Context: an optimization exercise on an open-source flow, tuned for small area, a short achievable clock period and few clock cycles per item. The choices shown serve that exercise and are no tape-out recipe. RTL that was checked went through simulation tests only; none was proved equivalent to the original.

// joystick_axes_to_cursor_motion_unit
module joystick_axes_to_cursor_motion_unit #(
    parameter int ADC_BITS = jac_pkg::ADC_BITS_DEF
) (
    input  logic                          clk,
    input  logic                          rst_n,
    input  logic                          s_axis_tvalid,
    output logic                          s_axis_tready,
    input  logic [((4*ADC_BITS+8)/8)*8-1:0] s_axis_tdata,
    output logic                          m_axis_tvalid,
    input  logic                          m_axis_tready,
    output logic [jac_pkg::OUT_W-1:0]     m_axis_tdata,
    input  logic                          cfg_we,
    input  logic [2:0]                    cfg_addr,
    input  logic [(ADC_BITS > 8 ? ADC_BITS : 8)-1:0] cfg_data
);
    localparam int QD = 6;               
    localparam int FD = LANE_LAT + 4;    
    logic [9:0] origin_reg [NUM_AXES];
    logic [9:0] amin_reg, amax_reg;
    logic [7:0] max_speed_reg, speed_div_reg;
    logic [6:0] ticks_reg, interval_reg;
    logic       rdy_reg;
    logic       pend_reg;            
    logic [FD-1:0] fed_reg;          
    logic       ivl_wait_reg;        
    logic       allow1_reg;          
  ...
Size in the first run: about 620 flip-flops, about 110 I/O pins.
Settings: LEC_CHECK=0, CAP_MARGIN=20, CORE_MARGIN=2, CORE_UTILIZATION=65, SETUP_SLACK_MARGIN=5.0, SLEW_MARGIN=20; clock period 8.0 ns.
standard.sh (not shown) runs the stock make flow with config.mk's settings and CLKGATE_MAP_FILE= SYNTH_SCRIPT=/design/flow/synth_recipe.tcl, a recipe that flattens the netlist after the stock synthesis.
==> flow/flow/run.sh <==
#!/bin/bash
# Standard ORFS layout (the standard.sh, standard synthesis unchanged),
# except that the port buffers inserted before global placement are buf_2
# cells instead of the cell buffer_ports picks by default.
set -euo pipefail
export BUFFER_PORTS_ARGS="-buffer_cell sky130_fd_sc_hd__buf_2"
bash standard.sh finish > standard_finish.log 2>&1
Edit:
==> flow/run.sh (new file) <==
#!/bin/bash
# synth_recipe.tcl (not shown) runs the flow's synth.tcl, then flattens the netlist and writes it again
# the make line also repeats each setting of config.mk as NAME=value (left out here)
make -C /OpenROAD-flow-scripts/flow DESIGN_CONFIG=/design/flow/config.mk WORK_HOME=/design/flow/orfs CLKGATE_MAP_FILE= SYNTH_SCRIPT=/design/flow/synth_recipe.tcl finish
removed: flow/flow/run.sh
removed: flow/standard.sh
Worst hold slack is about the same.
Utilization goes up by 0.62 points.
Via count came out higher by 0.33%.
Die area does not change.
Worst setup slack gains 0.0043 ns.
Cell area grows by 0.83%.
First-iteration DRC count falls by 8.8%.
Critical path depth does not change.
Synthesized area is unchanged.
Function was not checked in any run of this note: the RTL went through the layout flow alone.

== raven ==
Another version of the RTL of joystick_axes_to_cursor_motion_unit (not shown whole).
Size: about 3600 cells after synthesis, roughly 630 flip-flops, about 36000 um2 of cells after synthesis.
Design joystick_axes_to_cursor_motion_unit, start of the top module:
module joystick_axes_to_cursor_motion_unit #(
    parameter int ADC_BITS = jac_pkg::ADC_BITS_DEF
) (
    input  logic                          clk,
    input  logic                          rst_n,
    input  logic                          s_axis_tvalid,
    output logic                          s_axis_tready,
    input  logic [((4*ADC_BITS+8)/8)*8-1:0] s_axis_tdata,
    output logic                          m_axis_tvalid,
    input  logic                          m_axis_tready,
    output logic [jac_pkg::OUT_W-1:0]     m_axis_tdata,
    input  logic                          cfg_we,
    input  logic [2:0]                    cfg_addr,
    input  logic [(ADC_BITS > 8 ? ADC_BITS : 8)-1:0] cfg_data
);
    localparam int QD = 6;               
    localparam int FD = LANE_LAT + 4;    
    logic [9:0] origin_reg [NUM_AXES];
    logic [9:0] amin_reg, amax_reg;
    logic [7:0] max_speed_reg, speed_div_reg;
    logic [6:0] ticks_reg, interval_reg;
    logic       rdy_reg;
    logic       pend_reg;            
    logic [FD-1:0] fed_reg;          
    logic       ivl_wait_reg;        
    logic       allow1_reg;          
    logic       spec_reg;            
    logic       spec_fed_reg;        
    logic       early_reg;           
    logic       dfix_reg;            
    logic       dfix_s_reg;          
    logic       dfix_fed_reg;        
    logic [1:0] rb_cnt_reg;          
    logic       res_done_reg;        
    logic [QD-1:0] q_v, q_upd, q_prs;  
    logic          out_valid_reg, out_upd_reg, out_prs_reg;
    logic [35:0]   out_res_reg;
    logic [9:0]  smp_reg [NUM_AXES];
  ...
clock: 8.0 ns
lec_check: 0
cap_margin: 20
core_margin: 2
core_utilization: 65
setup_slack_margin: 5.0
slew_margin: 20
run.sh (not shown) runs the stock make flow with config.mk's settings and CLKGATE_MAP_FILE= SYNTH_SCRIPT=/design/flow/synth_recipe.tcl, a recipe that flattens the netlist after the stock synthesis.
Stock flow here: none of the scripts above is used.
What nickel does differently from raven at the input level:
Settings: CORE_UTILIZATION now 75, was 65.
==> flow/flow/run.sh (new file) <==
#!/bin/bash
# Standard ORFS layout (the standard.sh, standard synthesis unchanged),
# except that the port buffers inserted before global placement are buf_2
# cells instead of the cell buffer_ports picks by default.
set -euo pipefail
export BUFFER_PORTS_ARGS="-buffer_cell sky130_fd_sc_hd__buf_2"
bash standard.sh finish > standard_finish.log 2>&1
==> flow/standard.sh (new file) <==
#!/bin/bash
# synth_recipe.tcl (not shown) runs the flow's synth.tcl, then flattens the netlist and writes it again
# the make line also repeats each setting of config.mk as NAME=value (left out here)
make -C /OpenROAD-flow-scripts/flow DESIGN_CONFIG=/design/flow/config.mk WORK_HOME=/design/flow/orfs CLKGATE_MAP_FILE= SYNTH_SCRIPT=/design/flow/synth_recipe.tcl "${@:-finish}"
removed: flow/run.sh
## What came out
On via count, nickel does worse than raven.
[compare] base=raven new=nickel: routed wire length now larger.
Summary of nickel over raven: first-pass GRT wire length went up about 3.5%; clock skew went up 4.3 ps; final cell count went down 96; ratio of routed vias to standard cells went up 6.1%.
What tundra does differently from nickel at the input level:
Settings: SETUP_SLACK_MARGIN changed from 5.0 to 4.7; CORE_UTILIZATION changed from 75 to 65.
Findings:
When tundra is measured against nickel, its clock network latency to the later pin of the worst-skew pair turns out 20 ps lower. Higher largest stage delay on the critical path among tundra and nickel: nickel. Taking nickel as the reference point, the maximum number of pins on one net before global-route repair of tundra falls by 2.5%. Compared with nickel, in tundra vertical die dimension went up by 16 um, depth of the worst register-to-register path went down by 2. Top metal layer carrying routed signals = met4: tundra; top metal layer carrying routed signals = met5: nickel. Final design area excluding fillers (tundra over nickel): decrease, 2.2%. Of the two values seen for origin of the worst setup path, u_lane.r6_c[5]$_DFF_P_ was produced by nickel and u_lane.r5_q[2]$_DFF_P_ by tundra.
No functional check of the RTL was part of any run of this note.

joystick_axes_to_cursor_motion_unit, a different RTL version from the one above (not shown whole).
Size in the first run: about 3600 cells after synthesis, roughly 660 flip-flops, roughly 110 I/O pins, ~36000 um2 of cells after synthesis.
// joystick_axes_to_cursor_motion_unit
module joystick_axes_to_cursor_motion_unit #(
    parameter int ADC_BITS = jac_pkg::ADC_BITS_DEF
) (
    input  logic                          clk,
    input  logic                          rst_n,
    input  logic                          s_axis_tvalid,
    output logic                          s_axis_tready,
    input  logic [((4*ADC_BITS+8)/8)*8-1:0] s_axis_tdata,
    output logic                          m_axis_tvalid,
    input  logic                          m_axis_tready,
    output logic [jac_pkg::OUT_W-1:0]     m_axis_tdata,
    input  logic                          cfg_we,
    input  logic [2:0]                    cfg_addr,
    input  logic [(ADC_BITS > 8 ? ADC_BITS : 8)-1:0] cfg_data
);
    localparam int QD = 6;               
    localparam int FD = LANE_LAT + 4;    
    logic [9:0] origin_reg [NUM_AXES];
    logic [9:0] amin_reg, amax_reg;
    logic [7:0] max_speed_reg, speed_div_reg;
    logic [6:0] ticks_reg, interval_reg;
    logic       rdy_reg;
    logic       pend_reg;            
    logic [FD-1:0] fed_reg;          
    logic       ivl_wait_reg;        
    logic       allow1_reg;          
    logic       spec_reg;            
    logic       spec_fed_reg;        
    logic       early_reg;           
    logic       dfix_reg;            
    logic       dfix_s_reg;          
    logic       dfix_fed_reg;        
    logic [1:0] rb_cnt_reg;          
    logic       res_done_reg;        
    logic [QD-1:0] q_v, q_upd, q_prs;  
    logic          out_valid_reg, out_upd_reg, out_prs_reg;
    logic [35:0]   out_res_reg;
    logic [9:0]  smp_reg [NUM_AXES];
    logic [7:0]  spd_reg [3];
    logic [7:0]  spd3_reg;
    logic [7:0]  u1_reg;             
    logic        n1_reg;             
    logic        xz_reg;             
    logic [9:0]  rsel_reg, osel_reg;  
    logic [3:0]  flag_reg;           
    logic [7:0]  lane_speed, lane_uprod;
    logic        lane_neg;
    logic [7:0]  dv1_reg;            
    logic [9:0]  dv3_reg, ms3_reg;   
    logic [6:0]  ivl127_reg;         
    logic        nz127_reg;          
    logic        lane_sat;
  ...
Settings: LEC_CHECK=0, CAP_MARGIN=20, CORE_MARGIN=2, CORE_UTILIZATION=45, CTS_BUF_LIST=sky130_fd_sc_hd__clkbuf_8, CTS_CLUSTER_SIZE=40, SETUP_SLACK_MARGIN=5.0, SLEW_MARGIN=20; clock period 8.0 ns.
standard.sh (not shown) runs the stock make flow with config.mk's settings and CLKGATE_MAP_FILE= SYNTH_SCRIPT=/design/flow/synth_recipe.tcl, a recipe that flattens the netlist after the stock synthesis.
==> flow/flow/run.sh <==
#!/bin/bash
# Standard ORFS layout (the standard.sh, standard synthesis unchanged),
# except that the port buffers inserted before global placement are buf_2
# cells instead of the cell buffer_ports picks by default, and clock tree
# synthesis uses clkbuf_8 cells without dummy loads.
set -euo pipefail
export BUFFER_PORTS_ARGS="-buffer_cell sky130_fd_sc_hd__buf_2"
export CTS_ARGS="-sink_clustering_enable -repair_clock_nets -dont_use_dummy_load -buf_list sky130_fd_sc_hd__clkbuf_8 -sink_clustering_size 40"
bash standard.sh finish > standard_finish.log 2>&1
The baseline passed the timing, DRC and antenna checks.
Testbench counts at the start, summed over its fixed seeds: cycles 36,773, items 25,600.
==> next run, changes <==
--- a/flow/flow/run.sh
+++ b/flow/flow/run.sh
@@ -5 +5 @@
-# synthesis uses clkbuf_8 cells without dummy loads.
+# synthesis uses clkbuf_16 cells, sink clusters of up to 40 and no dummy loads.
@@ -8 +8 @@
-export CTS_ARGS="-sink_clustering_enable -repair_clock_nets -dont_use_dummy_load -buf_list sky130_fd_sc_hd__clkbuf_8 -sink_clustering_size 40"
+export CTS_ARGS="-sink_clustering_enable -repair_clock_nets -dont_use_dummy_load -buf_list sky130_fd_sc_hd__clkbuf_16 -sink_clustering_size 40"
CORE_UTILIZATION = 55   (was 45)
The changed run produced a clean layout; non-clock buffer count drops by 8; clock skew drops by 47 ps; cell area barely changes; via count climbs by 1.4%; sequential share of layout area is about the same; synthesized area does not change; wire length climbs by 4.2%.
==> next run, changes <==
--- a/flow/flow/run.sh
+++ b/flow/flow/run.sh
@@ -5 +5 @@
-# synthesis uses clkbuf_16 cells, sink clusters of up to 40 and no dummy loads.
+# synthesis uses clkbuf_8 cells without dummy loads.
@@ -8 +8 @@
-export CTS_ARGS="-sink_clustering_enable -repair_clock_nets -dont_use_dummy_load -buf_list sky130_fd_sc_hd__clkbuf_16 -sink_clustering_size 40"
+export CTS_ARGS="-sink_clustering_enable -repair_clock_nets -dont_use_dummy_load -buf_list sky130_fd_sc_hd__clkbuf_8 -sink_clustering_size 40"
PLACE_DENSITY = 0.5   (was default)
The changed run completed without violations. Core utilization went down by 0.54 points. Global-route usage is about the same. Non-clock buffer count went down by 1.
==> next run, changes <==
==> flow/run.sh (new file) <==
#!/bin/bash
# synth_recipe.tcl (not shown) runs the flow's synth.tcl, then flattens the netlist and writes it again
# the make line also repeats each setting of config.mk as NAME=value (left out here)
make -C /OpenROAD-flow-scripts/flow DESIGN_CONFIG=/design/flow/config.mk WORK_HOME=/design/flow/orfs CLKGATE_MAP_FILE= SYNTH_SCRIPT=/design/flow/synth_recipe.tcl finish
PLACE_DENSITY = default   (was 0.5)
removed: flow/flow/run.sh
removed: flow/standard.sh
Critical path depth went up by 12.
Wire length is about the same.
Utilization grows by 1.7 points.
Count of clock-buffer cells in the layout goes up by 21.
Setup slack degrades by 33 ps.
Die area stays the same.
Via count rises by 1.7%.
Design area came out higher by about 3%.

-- re-timing with driven ports --
The results above use ideal ports. As a check the final layouts listed here were re-extracted and re-timed, cells and wires unchanged. Step 1 sets driving cells, clkbuf_16 on the clock port and buf_2 on the other inputs (assumed; they add their load-dependent delay and slew). Step 2 times the ports against the registers' clock, not the clock port: input delays grow and output delays shrink by t, the midpoint of the rising clock arrivals with the driver on. a / b / c = no drivers / after step 1 / after step 2; a / b = the first two.
run	t (ns)	setup WS [ns]	clock arrival spread, ns
the first run of note 1	0.648	4.546 / 4.546 / 4.390	0.022 / 0.022
the second run of note 1	0.679	4.551 / 4.551 / 4.289	0.027 / 0.026
raven	0.673	4.893 / 4.893 / 4.437	0.021 / 0.021
nickel	0.667	4.789 / 4.789 / 4.392	0.029 / 0.029
tundra	0.651	4.834 / 4.834 / 4.270	0.022 / 0.021
the first run of note 3	0.743	5.035 / 5.023 / 4.528	0.108 / 0.108
the second run of note 3	0.645	4.999 / 4.999 / 4.544	0.065 / 0.065
the third run of note 3	0.721	5.003 / 4.944 / 4.388	0.107 / 0.107
the fourth run of note 3	0.755	4.970 / 4.960 / 4.430	0.048 / 0.048
After both steps every run listed still meets setup and hold. For the third run of note 3, which loses most, drivers alone change the setup slack by -0.059 ns; drivers and shift together by -0.615 ns.
